Source: an optimization exercise on an open RTL-to-GDS flow (aim: small area, a short achievable clock period and few clock cycles). Production flows keep margins and buffers that such runs may drop. Function was checked by simulation only, so behaviour that the tests miss may differ from the original. No activity file was given, so power comes from the tool's default toggle rates.

$ cat flow/constraint.sdc
create_clock -name core_clock -period 5.0 [get_ports {clk}]
set_input_delay 1.0000 -clock core_clock [delete_from_list [all_inputs] [get_ports {clk}]]
set_output_delay 1.0000 -clock core_clock [all_outputs]
set_load 0.01 [all_outputs]
$ cat flow/run.sh
#!/bin/bash
# synth_recipe.tcl (not shown) runs the flow's synth.tcl, then flattens the netlist and writes it again
# the make line also repeats each setting of config.mk as NAME=value (left out here)
make -C /OpenROAD-flow-scripts/flow DESIGN_CONFIG=/design/flow/config.mk WORK_HOME=/design/flow/orfs CLKGATE_MAP_FILE= SYNTH_SCRIPT=/design/flow/synth_recipe.tcl finish
$ cat flow/config.mk
export PLATFORM = sky130hd
export DESIGN_NAME = tsp_top
export DESIGN_NICKNAME = tsp_top
export VERILOG_FILES = /design/flow/design.v
export SDC_FILE = /design/flow/constraint.sdc
export NUM_CORES = 4
export LEC_CHECK = 0
export CAP_MARGIN = 20
export CORE_MARGIN = 2
export CORE_UTILIZATION = 40
export SLEW_MARGIN = 20
$ cat flow/design.v
`default_nettype none
package tsp_pkg;
	localparam logic [7:0] char_cr = 8'h0d;
	localparam logic [7:0] char_lf = 8'h0a;
	localparam logic [7:0] char_zero = 8'h30;
	localparam logic [7:0] char_nine = 8'h39;
	localparam logic [7:0] char_d = 8'h44;
	localparam logic [7:0] char_n = 8'h4e;
	localparam logic [7:0] char_e = 8'h45;
	localparam logic [7:0] char_o = 8'h4f;
	typedef enum logic [1:0] {
		ps_prolog      = 2'd0,
		ps_coordinates = 2'd1,
		ps_busy        = 2'd2
	} parse_state_t;
	localparam int coord_bits_default = 16;
	localparam int node_addr_bits_default = 4;
endpackage
`default_nettype wire
`timescale 1ns/10ps
`default_nettype none
module city_ram #(
	parameter int coord_bits = tsp_pkg::coord_bits_default,
	parameter int node_addr_bits = tsp_pkg::node_addr_bits_default
) (
	input  wire                       clk,
	input  wire                       wr_en,
	input  wire  [node_addr_bits-1:0] wr_addr,
	input  wire  [coord_bits-1:0]     wr_x,
	input  wire  [coord_bits-1:0]     wr_y,
	input  wire  [node_addr_bits-1:0] rd_addr,
	output logic [coord_bits-1:0]     rd_x,
	output logic [coord_bits-1:0]     rd_y
);
	logic [2*coord_bits-1:0] mem [2**node_addr_bits];
	logic [2*coord_bits-1:0] rd_q;
	always_ff @(posedge clk) begin
		if (wr_en)
			mem[wr_addr] <= {wr_y, wr_x};
		rd_q <= mem[rd_addr];
	end
	assign rd_x = rd_q[coord_bits-1:0];
	assign rd_y = rd_q[2*coord_bits-1:coord_bits];
endmodule
`default_nettype wire
`timescale 1ns/10ps
`default_nettype none
module city_distance #(
	parameter int coord_bits = tsp_pkg::coord_bits_default
) (
	input  wire                   clk,
	input  wire                   rst,
	input  wire                   in_valid,
	input  wire  [coord_bits-1:0] ax,
	input  wire  [coord_bits-1:0] ay,
	input  wire  [coord_bits-1:0] bx,
	input  wire  [coord_bits-1:0] by,
	output logic                  out_valid,
	output logic [coord_bits:0]   distance
);
	logic [coord_bits-1:0] dx_q;
	logic [coord_bits-1:0] dy_q;
	logic v1_q;
	always_ff @(posedge clk) begin
		if (rst) begin
			v1_q <= 1'b0;
			out_valid <= 1'b0;
		end else begin
			v1_q <= in_valid;
			out_valid <= v1_q;
		end
	end
	always_ff @(posedge clk) begin
		dx_q <= (ax >= bx) ? ax - bx : bx - ax;
		dy_q <= (ay >= by) ? ay - by : by - ay;
		distance <= {1'b0, dx_q} + {1'b0, dy_q};
	end
endmodule
`default_nettype wire
`timescale 1ns/10ps
`default_nettype none
module tsp_file_parser #(
	parameter int coord_bits = tsp_pkg::coord_bits_default,
	parameter int node_addr_bits = tsp_pkg::node_addr_bits_default
) (
	input  wire                       clk,
	input  wire                       rst,
	input  wire  [7:0]                specdata,
	input  wire                       has_specdata,
	input  wire                       done,
	output logic                      ready_to_read,
	output logic                      wr_en,
	output logic [node_addr_bits-1:0] wr_addr,
	output logic [coord_bits-1:0]     wr_x,
	output logic [coord_bits-1:0]     wr_y,
	output logic                      start,
	output logic [node_addr_bits:0]   node_count
);
	localparam int acc_bits = (coord_bits > node_addr_bits + 1) ? coord_bits : node_addr_bits + 1;
	tsp_pkg::parse_state_t phase;
	logic [7:0] first_char;
	logic [7:0] second_char;
	logic [1:0] field_cnt;
	logic in_num;
	logic [acc_bits-1:0] acc;
	logic [node_addr_bits-1:0] addr_cnt;
	logic [acc_bits-1:0] last_num;
	logic [acc_bits-1:0] x_hold;
	logic [acc_bits-1:0] y_hold;
	logic take;
	logic is_digit;
	logic is_cr;
	logic is_lf;
	logic field_close;
	logic line_end;
	logic [3:0] digit_val;
	logic [acc_bits-1:0] line_last;
	logic [acc_bits-1:0] line_y;
	assign take = has_specdata & ready_to_read;
	assign is_cr = specdata == tsp_pkg::char_cr;
	assign is_lf = specdata == tsp_pkg::char_lf;
	assign is_digit = (specdata >= tsp_pkg::char_zero) && (specdata <= tsp_pkg::char_nine);
	assign digit_val = 4'(specdata - tsp_pkg::char_zero);
	assign field_close = take && !is_lf && !is_digit && in_num;
	assign line_end = take && is_cr;
	assign line_last = in_num ? acc : last_num;
	assign line_y = (in_num && field_cnt == 2'd2) ? acc : y_hold;
	always_ff @(posedge clk) begin
		if (rst) begin
			phase <= tsp_pkg::ps_prolog;
			ready_to_read <= 1'b0;
			first_char <= '0;
			second_char <= '0;
			field_cnt <= '0;
			in_num <= 1'b0;
			acc <= '0;
			addr_cnt <= '0;
			node_count <= '0;
			wr_en <= 1'b0;
			start <= 1'b0;
		end else begin
			wr_en <= 1'b0;
			start <= 1'b0;
			ready_to_read <= 1'b1;
			if (take && !is_lf) begin
				if (is_digit) begin
					acc <= acc * acc_bits'(10) + acc_bits'(digit_val);
					in_num <= 1'b1;
				end else begin
					acc <= '0;
					in_num <= 1'b0;
					if (in_num && field_cnt != 2'd3)
						field_cnt <= field_cnt + 2'd1;
				end
				if (!is_cr) begin
					if (first_char == 8'h00)
						first_char <= specdata;
					else if (second_char == 8'h00)
						second_char <= specdata;
				end
				if (is_cr) begin
					first_char <= '0;
					second_char <= '0;
					field_cnt <= '0;
					case (phase)
						tsp_pkg::ps_prolog: begin
							if (first_char == tsp_pkg::char_d) begin
								node_count <= line_last[node_addr_bits:0];
							end else if (first_char == tsp_pkg::char_n &&
									second_char == tsp_pkg::char_o) begin
								phase <= tsp_pkg::ps_coordinates;
								addr_cnt <= '0;
							end
						end
						tsp_pkg::ps_coordinates: begin
							if (first_char == tsp_pkg::char_e) begin
								phase <= tsp_pkg::ps_busy;
								start <= 1'b1;
								ready_to_read <= 1'b0;
							end else if (first_char != 8'h00) begin
								wr_en <= 1'b1;
								addr_cnt <= addr_cnt + 1'b1;
							end
						end
						default: begin
						end
					endcase
				end
			end
			if (phase == tsp_pkg::ps_busy) begin
				if (done)
					phase <= tsp_pkg::ps_prolog;
				else
					ready_to_read <= 1'b0;
			end
		end
	end
	always_ff @(posedge clk) begin
		if (field_close) begin
			last_num <= acc;
			if (field_cnt == 2'd1)
				x_hold <= acc;
			if (field_cnt == 2'd2)
				y_hold <= acc;
		end
		if (line_end) begin
			wr_addr <= addr_cnt;
			wr_x <= x_hold[coord_bits-1:0];
			wr_y <= line_y[coord_bits-1:0];
		end
	end
endmodule
`default_nettype wire
`timescale 1ns/10ps
`default_nettype none
module tour_evaluator #(
	parameter int coord_bits = tsp_pkg::coord_bits_default,
	parameter int node_addr_bits = tsp_pkg::node_addr_bits_default
) (
	input  wire                                clk,
	input  wire                                rst,
	input  wire                                start,
	input  wire  [node_addr_bits:0]            node_count,
	input  wire  [coord_bits-1:0]              rd_x,
	input  wire  [coord_bits-1:0]              rd_y,
	input  wire                                out_valid,
	input  wire  [coord_bits:0]                distance,
	output logic [node_addr_bits-1:0]          rd_addr,
	output logic                               in_valid,
	output logic [coord_bits-1:0]              ax,
	output logic [coord_bits-1:0]              ay,
	output logic [coord_bits-1:0]              bx,
	output logic [coord_bits-1:0]              by,
	output logic                               done,
	output logic [coord_bits+node_addr_bits:0] total
);
	logic issuing;
	logic rd_valid;
	logic have_prev;
	logic [node_addr_bits:0] issue_cnt;
	logic [node_addr_bits:0] ret_cnt;
	logic [coord_bits-1:0] prev_x;
	logic [coord_bits-1:0] prev_y;
	always_ff @(posedge clk) begin
		if (rst) begin
			issuing <= 1'b0;
			rd_valid <= 1'b0;
			have_prev <= 1'b0;
			in_valid <= 1'b0;
			done <= 1'b0;
			issue_cnt <= '0;
			ret_cnt <= '0;
			rd_addr <= '0;
			total <= '0;
		end else begin
			done <= 1'b0;
			rd_valid <= issuing;
			in_valid <= rd_valid && have_prev;
			if (rd_valid)
				have_prev <= 1'b1;
			if (issuing) begin
				issue_cnt <= issue_cnt + 1'b1;
				if (issue_cnt == node_count)
					issuing <= 1'b0;
				if (issue_cnt + 1'b1 == node_count)
					rd_addr <= '0;
				else
					rd_addr <= rd_addr + 1'b1;
			end
			if (out_valid) begin
				total <= total + distance;
				ret_cnt <= ret_cnt + 1'b1;
				if (ret_cnt + 1'b1 == node_count)
					done <= 1'b1;
			end
			if (start) begin
				total <= '0;
				ret_cnt <= '0;
				issue_cnt <= '0;
				rd_addr <= '0;
				have_prev <= 1'b0;
				issuing <= node_count != '0;
				done <= node_count == '0;
			end
		end
	end
	always_ff @(posedge clk) begin
		if (rd_valid) begin
			prev_x <= rd_x;
			prev_y <= rd_y;
			ax <= prev_x;
			ay <= prev_y;
			bx <= rd_x;
			by <= rd_y;
		end
	end
endmodule
`default_nettype wire
`timescale 1ns/10ps
`default_nettype none
module tsp_top #(
	parameter int coord_bits = tsp_pkg::coord_bits_default,
	parameter int node_addr_bits = tsp_pkg::node_addr_bits_default
) (
	input  wire                                clk,
	input  wire                                rst,
	input  wire  [7:0]                         specdata,
	input  wire                                has_specdata,
	output logic                               ready_to_read,
	output logic [coord_bits+node_addr_bits:0] tour_length,
	output logic                               tour_valid
);
	localparam int dist_bits = coord_bits + 1;
	localparam int len_bits = dist_bits + node_addr_bits;
	logic wr_en;
	logic [node_addr_bits-1:0] wr_addr;
	logic [coord_bits-1:0] wr_x;
	logic [coord_bits-1:0] wr_y;
	logic start;
	logic done;
	logic [node_addr_bits:0] node_count;
	logic [len_bits-1:0] total;
	logic [node_addr_bits-1:0] rd_addr;
	logic [coord_bits-1:0] rd_x;
	logic [coord_bits-1:0] rd_y;
	logic in_valid;
	logic [coord_bits-1:0] ax;
	logic [coord_bits-1:0] ay;
	logic [coord_bits-1:0] bx;
	logic [coord_bits-1:0] by;
	logic out_valid;
	logic [dist_bits-1:0] distance;
	tsp_file_parser #(
		.coord_bits(coord_bits),
		.node_addr_bits(node_addr_bits)
	) parser0 (
		.clk(clk),
		.rst(rst),
		.specdata(specdata),
		.has_specdata(has_specdata),
		.done(done),
		.ready_to_read(ready_to_read),
		.wr_en(wr_en),
		.wr_addr(wr_addr),
		.wr_x(wr_x),
		.wr_y(wr_y),
		.start(start),
		.node_count(node_count)
	);
	city_ram #(
		.coord_bits(coord_bits),
		.node_addr_bits(node_addr_bits)
	) ram0 (
		.clk(clk),
		.wr_en(wr_en),
		.wr_addr(wr_addr),
		.wr_x(wr_x),
		.wr_y(wr_y),
		.rd_addr(rd_addr),
		.rd_x(rd_x),
		.rd_y(rd_y)
	);
	city_distance #(
		.coord_bits(coord_bits)
	) dist0 (
		.clk(clk),
		.rst(rst),
		.in_valid(in_valid),
		.ax(ax),
		.ay(ay),
		.bx(bx),
		.by(by),
		.out_valid(out_valid),
		.distance(distance)
	);
	tour_evaluator #(
		.coord_bits(coord_bits),
		.node_addr_bits(node_addr_bits)
	) eval0 (
		.clk(clk),
		.rst(rst),
		.start(start),
		.node_count(node_count),
		.rd_x(rd_x),
		.rd_y(rd_y),
		.out_valid(out_valid),
		.distance(distance),
		.rd_addr(rd_addr),
		.in_valid(in_valid),
		.ax(ax),
		.ay(ay),
		.bx(bx),
		.by(by),
		.done(done),
		.total(total)
	);
	always_ff @(posedge clk) begin
		if (rst)
			tour_valid <= 1'b0;
		else
			tour_valid <= done;
	end
	always_ff @(posedge clk) begin
		if (done)
			tour_length <= total;
	end
endmodule
`default_nettype wire
==> key figures <==
Timing
  • PnR worst setup slack: 1.64 ns
  • Tcrit/Tclk final: 67.3%
  • Slew HR: 28.7%
  • Final Skew: 0.0371 ns
  • Final hold violations: 0
  • # setup viols final: 0
  • Final Critical Period: 3.36 ns
  • Fin. max-slew vios: 0
  • Unrepaired setup endpoints after global routing: no
  • Hold WS: 0.403 ns
  • Setup TNS: 0 ns
  • Worst-Margin Slew: 1.07 ns
  • Fmax: 297 MHz

Global routing
  • Pin count of the biggest net entering global routing: 67
  • Global-route wire length before repair: 112,000 um
  • Initial antenna violation count: 1
  • GRT Overall Usage: 16.2%
  • Vias in the first global route: 18,813
  • GRT Residual Overflow: 0

CTS
  • Clk slew on worst S/H paths: 0.06 ns
  • H-tree lvl count: 3
  • Clock Latency Late Sink: 0.64 ns
  • CTS sink count: 843
  • Root Buffer: clkbuf_16
  • Bufs on Longest Clock Path: 3
  • Hold Buf Count CTS: 0
  • Cts repair resizes: 0
  • Post-CTS setup buffers: 0
  • CTS Buf Count: 86
  • TritonCTS clock tree: yes

Synth
  • Ys async rst share: 0%
  • Most used DFF post-synth: edfxtp_1
  • Synth cell types: 79
  • Post-Synthesis Cells: 2,139
  • Yosys warns: 5
  • #FFs+latches synth: 843
  • Syn Std Cell Area: 35,000 um2
  • Syn Nets: 2,286
  • Sequential share of the synthesized area: 67.3%
  • Post-synth EDFFs: 670
  • Avg Cell Area, Syn: 16.4 um2

Worst hold path
  • Hold depth: 0
  • Hold WC Path Type: flop to flop
  • Hold Startpoint: ram0.rd_q[28]$_DFF_P_
  • WHS Endpoint: eval0.by[12]$_DFFE_PP_

Floorplanning
  • Core area: 86,800 um2
  • Die width: 300 um
  • Die height: 300 um
  • Initial Utilization: 40.4%
  • Row cnt: 108
  • DIE AREA: 90,000 um2
  • Top-Level Pins: 34

Power
  • Pleak: 12.7 nW
  • Maximum VDD drop: 0.241 mV
  • PwrDens: 358 nW/um2

Final layout
  • Fillcell total: 7,476
  • Fraction of layout cells with a size suffix above 1: 17.3%
  • Non-filler cells, final: 3,439
  • Synth-to-layout area growth: 13.8%
  • Final nets: 2,359

Critical path
  • Worst R2R Setup Slack: 1.64 ns
  • Worst Path Max Fanout: 8
  • Worst setup path class: flop to flop
  • R2r endpoint: parser0.acc[15]$_SDFFE_PP0P_
  • R2R cell count: 12
  • Crit start category: flop
  • Nature of the critical path endpoint: flop
  • Critical Path AT: 3.89 ns
  • Worst EP required: 5.53 ns
  • Reg2reg start: parser0.acc[3]$_SDFFE_PP0P_

Detailed routing
  • Wire per inst: 21.0 um
  • WL final: 72,200 um
  • DRC viols: 0
  • Pre-antenna DRT Iters: 5
  • DRT iter0 DRCs: 1,481
  • Routed Antenna Nets: 0
  • Via/cell ratio: 5.34
  • Via count: 18,350

Job
  • Max-Cap Viols: 0

Placed design
  • Port Buf Inserts: 33
  • GPL Wtd Cong: 0.801
  • Placed insts: 3,279
  • DP HPWL: 43,700 um
  • Worst slack at placement: 1.16 ns

Run status
  • Outcome: no timing/DRC/antenna violations
critical path, stage by stage (launching register included):
cell and delay, ns:
dfxtp_1 0.53, ha_1 0.31, ha_1 0.22, fa_1 0.43, a211oi_2 0.29, o21ai_1 0.14
a211o_1 0.29, a31o_2 0.24, a21oi_1 0.18, xnor2_1 0.17, nand4_1 0.13, xnor2_1 0.15
a22o_1 0.17
layer usage:
layer / global-route usage (%) / part of all wire (%) / vias to the layer above / wire, um
met5: 0 / 0 / - / 0
met4: 4.81 / 2.5 / 0 / 1820
met3: 2.75 / 4.4 / 125 / 3150
met2: 27.4 / 50 / 407 / 35700
met1: 21.4 / 44 / 9393 / 31400
li1: - / - / 8425 / -
metrics by stage:
step	area [um2]	utilization, %	power (mW)
after global placement	36800	42.5	7.71
after global routing	39900	46.0	14.7
after floorplan	35000	-	7.69
after CTS	39900	45.9	14.4
after detailed placement	36800	42.5	7.72
final	39900	46.0	14.3
how the worst max path moves through the flow:
stage / startpoint / to / slack [ns]
CTS: parser0.acc[1]$_SDFFE_PP0P_ / parser0.acc[14]$_SDFFE_PP0P_ / 1.61
global placement: specdata[1] / parser0.acc[9]$_SDFFE_PP0P_ / 1.21
floorplan: parser0.wr_addr[2]$_DFFE_PP_ / ram0.mem[0][0]$_DFFE_PP_ / 1.42
global route: parser0.acc[1]$_SDFFE_PP0P_ / parser0.acc[15]$_SDFFE_PP0P_ / 1.45
detailed placement: specdata[1] / parser0.acc[9]$_SDFFE_PP0P_ / 1.16
finish: parser0.acc[3]$_SDFFE_PP0P_ / parser0.acc[15]$_SDFFE_PP0P_ / 1.64
placed cells by master, fill, tap and decap left out, drive strengths merged, types with 27 or more instances in the layout:
master / synthesis / layout
edfxtp: 670 / 670
dfxtp: 173 / 173
mux4: 160 / 160
ha: 128 / 128
nor2: 122 / 122
clkbuf: 53 / 113
inv: 96 / 100
a21oi: 82 / 82
nand2: 64 / 64
xnor2: 59 / 59
o21ai: 50 / 50
mux2i: 49 / 49
xor2: 40 / 40
nor3: 38 / 38
clkdlybuf4s50: 0 / 32
nand3: 32 / 32
buf: 25 / 31
a21o: 27 / 27
flip-flops by register name, summed over array words and instances (netlist names), 5 cells and up:
signal / count
parser0.second_char: 8
ram0.mem: 512
eval0.total: 21
eval0.by: 16
eval0.bx: 16
eval0.ay: 16
eval0.issue_cnt: 5
parser0.acc: 16
tour_length: 21
parser0.last_num: 5
ram0.rd_q: 32
parser0.wr_y: 16
dist0.dy_q: 16
dist0.distance: 17
eval0.ret_cnt: 5
parser0.y_hold: 16
eval0.ax: 16
parser0.first_char: 8
dist0.dx_q: 16
parser0.wr_x: 16
parser0.node_count: 5
parser0.x_hold: 16
cells by family after synthesis:
family          synth area share [%]
flops                           67.3
mux                             12.2
xor+xnor                        2.48
simple gates                    5.48
fa+ha+maj                       5.03
compound gates                  5.46
buf+inv                         1.99
where the power goes:
part	total [mW]	internal (mW)	switching, mW	leakage, nW
clock network	6.70	4.04	2.66	1.46
logic	0.0876	0.0334	0.0542	4.61
registers	7.48	7.47	0.00952	6.68
cell usage after synthesis, types with 37 or more instances:
library cell	instances	area, um2
edfxtp_1	670	20100
dfxtp_1	173	3460
mux4_2	160	3600
ha_1	128	1600
nor2_1	120	450
inv_1	96	360
a21oi_1	81	405
nand2_1	64	240
xnor2_1	59	517
clkbuf_1	53	199
mux2i_1	49	490
o21ai_0	40	200
xor2_1	40	350
nor3_1	37	185
final cells by class:
| class | count | area, um2 | area share [%] |
|---|---|---|---|
| sequential | 843 | 23600 | 59.2 |
| clock inverter | 46 | 593 | 1.49 |
| inverter | 96 | 360 | 0.904 |
| clock buffer | 113 | 2420 | 6.06 |
| antenna | 1 | 2.50 | 0.00628 |
| tap | 1155 | 1450 | 3.62 |
| timing repair buffer | 63 | 588 | 1.48 |
| multi-input combinational | 1122 | 10900 | 27.3 |
Testbench counts, summed over its fixed seeds: cycles 21,082.

[port drivers added, routing unchanged]
How much do the figures lean on ideal ports? The routed layout below was timed once more, with nothing changed but the port constraints. Step 1 (the two cells are an assumption about what drives the block):
set clk [get_ports {clk}]
set_driving_cell -lib_cell sky130_fd_sc_hd__clkbuf_16 $clk
set_driving_cell -lib_cell sky130_fd_sc_hd__buf_2 [delete_from_list [all_inputs] $clk]
Step 2 times the ports against the registers' clock, not the clock port: input delays grow and output delays shrink by t, the midpoint of the rising clock arrivals with the driver on. a / b / c = ideal ports / drivers / drivers and shift; a / b = the first two.
t, ns: 0.686
slack for setup (ns): 1.635 / 1.635 / 1.107
slew at the worst register clock pin (ns): 0.06 / 0.06
After both steps this run still meets setup and hold. The setup slack of this run moves by 0.000 ns with the drivers and by -0.528 ns with both steps.
